Context: an optimization exercise on an open-source flow, tuned for small area, a short achievable clock period and few clock cycles per item. The choices shown serve that exercise and are no tape-out recipe.
In this exercise RTL edits were held to simulation tests only and were not proved equivalent to the original.
The clock port is modelled as an ideal driver, which makes a skipped or thinned clock tree look cheaper than it is; a real chip needs a root buffer or a tree.

// des_core
module des_core (
	input  logic                   clk,
	input  logic                   rst_n,
	input  logic                   encipher_en,
	input  logic                   decipher_en,
	input  des_types_pkg::block_t  data,
	input  logic [64-1:0]  key,
	output des_types_pkg::block_t  result,
	output logic                   ready,
	output logic                   done
);
	localparam int CW = 28;
	logic       busy;
	logic       decrypt;
	logic [3:0] cnt;
	logic       start;
	logic       last;
	logic       two;
	assign ready = ~busy;
	assign start = ~busy & (encipher_en | decipher_en);
	assign last  = (cnt == 4'd15);
	assign two = ~((cnt == 4'd0) | (cnt == 4'd7) | (cnt == 4'd14));
	always_ff @(posedge clk or negedge rst_n) begin
		if (!rst_n) begin
			busy <= 1'b0;
			done <= 1'b0;
		end else begin
			done <= busy & last;
			if (start)
				busy <= 1'b1;
			else if (last)
				busy <= 1'b0;
		end
	end
	always_ff @(posedge clk) begin
		if (start)
			cnt <= '0;
		else
			cnt <= cnt + 1'b1;
	end
	always_ff @(posedge clk) begin
		if (!busy)
			decrypt <= ~encipher_en;
	end
	logic [2*CW-1:0] cd0;
	logic [CW-1:0]   c_q, d_q;
	logic [CW-1:0]   c_n, d_n;
	logic [2*CW-1:0] cd_q;
	des_types_pkg::subkey_t subkey;
	always_comb begin
		for (int i = 0; i < 2*CW; i++)
			cd0[2*CW-1-i] = key[des_tables_pkg::pc1_tab(i)];
	end
	logic [CW-1:0] c_s, d_s;
	logic          sel_right, sel_two;
	assign sel_right = busy & decrypt;
	assign sel_two   = busy ? two : encipher_en;
	always_comb begin
		if (busy) begin
			c_s = c_q;
			d_s = d_q;
		end else begin
			c_s = {cd0[CW], cd0[2*CW-1:CW+1]};
			d_s = {cd0[0], cd0[CW-1:1]};
		end
		case ({sel_right, sel_two})
			2'b00: begin c_n = {c_s[CW-2:0], c_s[CW-1]};      d_n = {d_s[CW-2:0], d_s[CW-1]};      end
  ...
For scale: roughly 130 flip-flops, roughly 200 I/O pins.
==> flow/config.mk <==
export PLATFORM = sky130hd
export DESIGN_NAME = des_core
export DESIGN_NICKNAME = des_core
export VERILOG_FILES = /design/flow/design.v
export SDC_FILE = /design/flow/constraint.sdc
export NUM_CORES = 4
export LEC_CHECK = 0
export ABC_AREA = 1
export ABC_CLOCK_PERIOD_IN_PS = 2000
export CAP_MARGIN = 20
export CORE_MARGIN = 2
export CORE_UTILIZATION = 45
export PLACE_DENSITY = 0.6
export SLEW_MARGIN = 20
==> flow/constraint.sdc <==
create_clock -name core_clock -period 8.0 [get_ports {clk}]
set_input_delay 1.6000 -clock core_clock [delete_from_list [all_inputs] [get_ports {clk}]]
set_output_delay 1.6000 -clock core_clock [all_outputs]
set_load 0.01 [all_outputs]
standard.sh (not shown) runs the stock make flow with config.mk's settings and CLKGATE_MAP_FILE= SYNTH_SCRIPT=/design/flow/synth_recipe.tcl, a recipe that flattens the netlist after the stock synthesis.
==> flow/flow/run.sh <==
#!/bin/bash
# Own layout flow: the standard ORFS flow (standard.sh) run on a copy of
# the ORFS scripts with these changes:
#  - the area ABC script (flow/abc_area.script) runs deeper logic
#    optimisation and area mapping; Yosys's adder extraction is off,
#  - CTS builds a two-level inverter clock tree by hand
#    (flow/manual_cts.tcl) instead of TritonCTS's buffer H-tree: four
#    inv_12 on the clock port, twelve inv_8 leaves, every register
#    behind exactly two inverters,
#  - plain buf_1 cells as the port buffers,
#  - a larger setup margin for timing repair.
# make's output goes to standard.log; ORFS keeps each step's log under orfs/logs.
set -euo pipefail
W=$(pwd)
S="$W/scripts_mod"
rm -rf "$S"
cp -r "$FLOW_HOME/scripts" "$S"
cp "$W/flow/abc_area.script" "$S/abc_area.script"
cp "$W/flow/manual_cts.tcl" "$S/manual_cts.tcl"
python3 - "$S/cts.tcl" <<'PY'
import sys
p = sys.argv[1]
s = open(p).read()
old = 'log_cmd clock_tree_synthesis {*}$cts_args'
assert old in s
s = s.replace(old, 'source $::env(SCRIPTS_DIR)/manual_cts.tcl\n'
    'log_cmd manual_clock_tree clk 4 12 sky130_fd_sc_hd__inv_12 sky130_fd_sc_hd__inv_8\n'
    'set_propagated_clock [all_clocks]')
open(p, 'w').write(s)
PY
bash "$W/standard.sh" "SCRIPTS_DIR=$S" ADDER_MAP_FILE= SETUP_SLACK_MARGIN=5.4 TNS_END_PERCENT=5 \
	"BUFFER_PORTS_ARGS=-buffer_cell sky130_fd_sc_hd__buf_1" finish > "$W/standard.log" 2>&1
Other scripts of this flow, unchanged in this note and not shown: flow/flow/abc_area.script, flow/flow/manual_cts.tcl
The baseline finished with timing, DRC and antenna clean.
Testbench counts at the start, summed over its fixed seeds: cycles 27,208, items 1,600.
Then changed:
--- a/flow/flow/run.sh
+++ b/flow/flow/run.sh
@@ -10,3 +10,4 @@
 #  - plain buf_1 cells as the port buffers,
-#  - a larger setup margin for timing repair.
+#  - a larger setup margin for timing repair, which repairs only the
+#    worst 5% of the failing endpoints (TNS_END_PERCENT).
 # make's output goes to standard.log; ORFS keeps each step's log under orfs/logs.
@@ -30,3 +31,3 @@
 PY
-bash "$W/standard.sh" "SCRIPTS_DIR=$S" ADDER_MAP_FILE= SETUP_SLACK_MARGIN=5.4 TNS_END_PERCENT=5 \
+bash "$W/standard.sh" "SCRIPTS_DIR=$S" ADDER_MAP_FILE= SETUP_SLACK_MARGIN=5.5 TNS_END_PERCENT=5 \
 	"BUFFER_PORTS_ARGS=-buffer_cell sky130_fd_sc_hd__buf_1" finish > "$W/standard.log" 2>&1
Result:
- wire length rose by 4.9%
- setup slack gains 0.054 ns
- cell area rose by 5.4%
- hold slack loses 0.0046 ns
- die area stays the same
- final cell count rose by 2.2%
In every run of this note, the design's own scripts or RTL, not TritonCTS, make the clock network.

* * *

exp/juniper:
des_core, a different RTL version from the one above (not shown whole).
Size: ~130 flip-flops, about 200 I/O pins.
==> flow/config.mk <==
export PLATFORM = sky130hd
export DESIGN_NAME = des_core
export DESIGN_NICKNAME = des_core
export VERILOG_FILES = /design/flow/design.v
export SDC_FILE = /design/flow/constraint.sdc
export NUM_CORES = 4
export LEC_CHECK = 0
export ABC_AREA = 1
export ABC_CLOCK_PERIOD_IN_PS = 2000
export CAP_MARGIN = 20
export CORE_MARGIN = 2
export CORE_UTILIZATION = 45
export PLACE_DENSITY = 0.6
export SLEW_MARGIN = 20
==> flow/constraint.sdc <==
create_clock -name core_clock -period 8.0 [get_ports {clk}]
set_input_delay 1.6000 -clock core_clock [delete_from_list [all_inputs] [get_ports {clk}]]
set_output_delay 1.6000 -clock core_clock [all_outputs]
set_load 0.01 [all_outputs]
==> flow/flow/run.sh <==
#!/bin/bash
# Own layout flow: the standard ORFS flow (standard.sh) run on a copy of
# the ORFS scripts with these changes:
#  - the area ABC script (flow/abc_area.script) runs deeper logic
#    optimisation and area mapping; Yosys's adder extraction is off,
#  - CTS builds a two-level inverter clock tree by hand
#    (flow/manual_cts.tcl) instead of TritonCTS's buffer H-tree: four
#    inv_8 on the clock port, twelve inv_6 leaves, every register
#    behind exactly two inverters,
#  - plain buf_1 cells as the port buffers,
#  - a larger setup margin for timing repair.
# make's output goes to standard.log; ORFS keeps each step's log under orfs/logs.
set -euo pipefail
W=$(pwd)
S="$W/scripts_mod"
rm -rf "$S"
cp -r "$FLOW_HOME/scripts" "$S"
cp "$W/flow/abc_area.script" "$S/abc_area.script"
cp "$W/flow/manual_cts.tcl" "$S/manual_cts.tcl"
python3 - "$S/cts.tcl" <<'PY'
import sys
p = sys.argv[1]
s = open(p).read()
old = 'log_cmd clock_tree_synthesis {*}$cts_args'
assert old in s
s = s.replace(old, 'source $::env(SCRIPTS_DIR)/manual_cts.tcl\n'
    'log_cmd manual_clock_tree clk 4 12 sky130_fd_sc_hd__inv_8 sky130_fd_sc_hd__inv_6\n'
    'set_propagated_clock [all_clocks]')
open(p, 'w').write(s)
PY
bash "$W/standard.sh" "SCRIPTS_DIR=$S" ADDER_MAP_FILE= SETUP_SLACK_MARGIN=5.35 \
	"BUFFER_PORTS_ARGS=-buffer_cell sky130_fd_sc_hd__buf_1" finish > "$W/standard.log" 2>&1
Other scripts of this flow, unchanged in this note and not shown: flow/flow/abc_area.script, flow/flow/manual_cts.tcl
exp/juniper went all the way through the flow, and no timing, DRC or antenna check failed.
Testbench counts of exp/juniper, summed over its fixed seeds: cycles 27,208, items 1,600.
The following lists how exp/sierra was set up differently from exp/juniper:
diff --git a/flow/flow/run.sh b/flow/flow/run.sh
--- a/flow/flow/run.sh
+++ b/flow/flow/run.sh
@@ -31 +31 @@
-bash "$W/standard.sh" "SCRIPTS_DIR=$S" ADDER_MAP_FILE= SETUP_SLACK_MARGIN=5.35 \
+bash "$W/standard.sh" "SCRIPTS_DIR=$S" ADDER_MAP_FILE= SETUP_SLACK_MARGIN=5.4 \
Results
Of the two values seen for slowest cell on the critical path, sky130_fd_sc_hd__nand2b_2 was produced by exp/juniper and sky130_fd_sc_hd__nand2b_4 by exp/sierra. exp/sierra: all stages complete, timing, DRC and antenna checks passed. The setup slack of exp/sierra is higher than that of exp/juniper. The run with more routed wire is exp/juniper, not exp/sierra.
The inputs of exp/indigo differ from those of exp/sierra as listed below.
diff --git a/flow/flow/run.sh b/flow/flow/run.sh
--- a/flow/flow/run.sh
+++ b/flow/flow/run.sh
@@ -8 +8 @@
-#    inv_8 on the clock port, twelve inv_6 leaves, every register
+#    inv_12 on the clock port, twelve inv_8 leaves, every register
@@ -27 +27 @@
-    'log_cmd manual_clock_tree clk 4 12 sky130_fd_sc_hd__inv_8 sky130_fd_sc_hd__inv_6\n'
+    'log_cmd manual_clock_tree clk 4 12 sky130_fd_sc_hd__inv_12 sky130_fd_sc_hd__inv_8\n'
## What came out
- Summary of the comparison: growth of design area from synthesis to finish is higher in exp/indigo, relative to exp/sierra.
- When exp/indigo is set beside exp/sierra, its smallest hold slack turns out to be 0.0037 ns smaller.
- [compare] base=exp/sierra new=exp/indigo: final critical path time including I/O delays and setup lower, setup slack after layout shows an increase of 0.017 ns, total routed wirelength fell by about 0.37%, utilization of the core after routing shows an increase of 0.21 points.
- On fraction of standard cell area that is sequential, exp/sierra tracks exp/indigo almost exactly.
- Global-route usage across exp/sierra and exp/indigo: no real change.
--- input diff exp/indigo..exp/nickel ---
diff --git a/flow/flow/run.sh b/flow/flow/run.sh
--- a/flow/flow/run.sh
+++ b/flow/flow/run.sh
@@ -8 +8 @@
-#    inv_12 on the clock port, twelve inv_8 leaves, every register
+#    inv_8 on the clock port, twelve inv_6 leaves, every register
@@ -27 +27 @@
-    'log_cmd manual_clock_tree clk 4 12 sky130_fd_sc_hd__inv_12 sky130_fd_sc_hd__inv_8\n'
+    'log_cmd manual_clock_tree clk 4 12 sky130_fd_sc_hd__inv_8 sky130_fd_sc_hd__inv_6\n'
@@ -31 +31 @@
-bash "$W/standard.sh" "SCRIPTS_DIR=$S" ADDER_MAP_FILE= SETUP_SLACK_MARGIN=5.4 \
+bash "$W/standard.sh" "SCRIPTS_DIR=$S" ADDER_MAP_FILE= SETUP_SLACK_MARGIN=5.5 \
### Flow results
As far as total negative slack goes, exp/indigo and exp/nickel are indistinguishable; the numbers are identical. Delta (exp/nickel minus exp/indigo): number of global-route vias before repair now sits higher. exp/indigo → exp/nickel: compound-cell area share of the yosys netlist essentially unchanged, core utilization went up by 1.8 points, fraction of met3 tracks used by global routing lower. Diff exp/indigo -> exp/nickel: wire length reported by the detailed router +2.3%, multi-input combinational cell area climbed 5.3%, sequential share of layout area went down 0.78 points.
No run of this note takes its clock network from TritonCTS; it comes from the design's own scripts or RTL.

* * *

des_core, a different RTL version from the one above (not shown whole).
For scale: about 2100 cells after synthesis, about 200 I/O pins, about 12000 um^2 of cells after synthesis.
Settings: LEC_CHECK=0, ABC_AREA=1, CAP_MARGIN=20, CORE_MARGIN=2, CORE_UTILIZATION=45, PLACE_DENSITY=0.6, SLEW_MARGIN=20; clock period 8.0 ns.
run.sh (not shown) runs the stock make flow with config.mk's settings and CLKGATE_MAP_FILE= SYNTH_SCRIPT=/design/flow/synth_recipe.tcl, a recipe that flattens the netlist after the stock synthesis.
Stock flow here: none of the scripts above is used.
The first run produced a clean layout.
Testbench counts at the start, summed over its fixed seeds: cycles 27,208, items 1,600.
Edit:
SETUP_SLACK_MARGIN = 5   (was not set)
Cell count increases by 0.39%.
Setup slack improves by 1.0 ns.
Global-route usage increases by 0.92 points.
Routed wire length increases by 2.7%.
Die area is unchanged.
Via count increases by 0.71%.
Clock-buffer cell count stays the same.
Critical path depth decreases by 1.

==> re-timing with driven ports <==
The flow's constraints put no driver on any port. The routed layouts listed below were extracted and timed again, unchanged, in two steps. Step 1 (the two cells are an assumption about what drives the block):
set clk [get_ports {clk}]
set_driving_cell -lib_cell sky130_fd_sc_hd__clkbuf_16 $clk
set_driving_cell -lib_cell sky130_fd_sc_hd__buf_2 [delete_from_list [all_inputs] $clk]
Step 2 times the ports against the registers' clock, not the clock port: input delays grow and output delays shrink by t, the midpoint of the rising clock arrivals with the driver on. Slacks: ideal / step 1 / step 2; pairs: ideal / step 1.
| run | shift t [ns] | slack for setup (ns) | latest minus earliest clock arrival (ns) |
|---|---|---|---|
| the first run of note 1 | 0.271 | 5.402 / 5.238 / 5.280 | 0.019 / 0.021 |
| the second run of note 1 | 0.276 | 5.456 / 5.314 / 5.325 | 0.024 / 0.029 |
| exp/juniper | 0.261 | 5.301 / 5.411 / 5.151 | 0.029 / 0.033 |
| exp/sierra | 0.274 | 5.436 / 5.471 / 5.282 | 0.048 / 0.051 |
| exp/indigo | 0.283 | 5.453 / 5.461 / 5.318 | 0.037 / 0.042 |
| exp/nickel | 0.259 | 5.469 / 5.464 / 5.309 | 0.018 / 0.022 |
| the first run of note 3 | 0.482 | 3.982 / 3.932 / 4.192 | 0.013 / 0.013 |
| the second run of note 3 | 0.485 | 5.027 / 4.976 / 4.747 | 0.012 / 0.012 |
After both steps setup and hold are still met in every run listed. For the second run of note 3, which loses most, drivers alone change the setup slack by -0.051 ns; drivers and shift together by -0.280 ns.
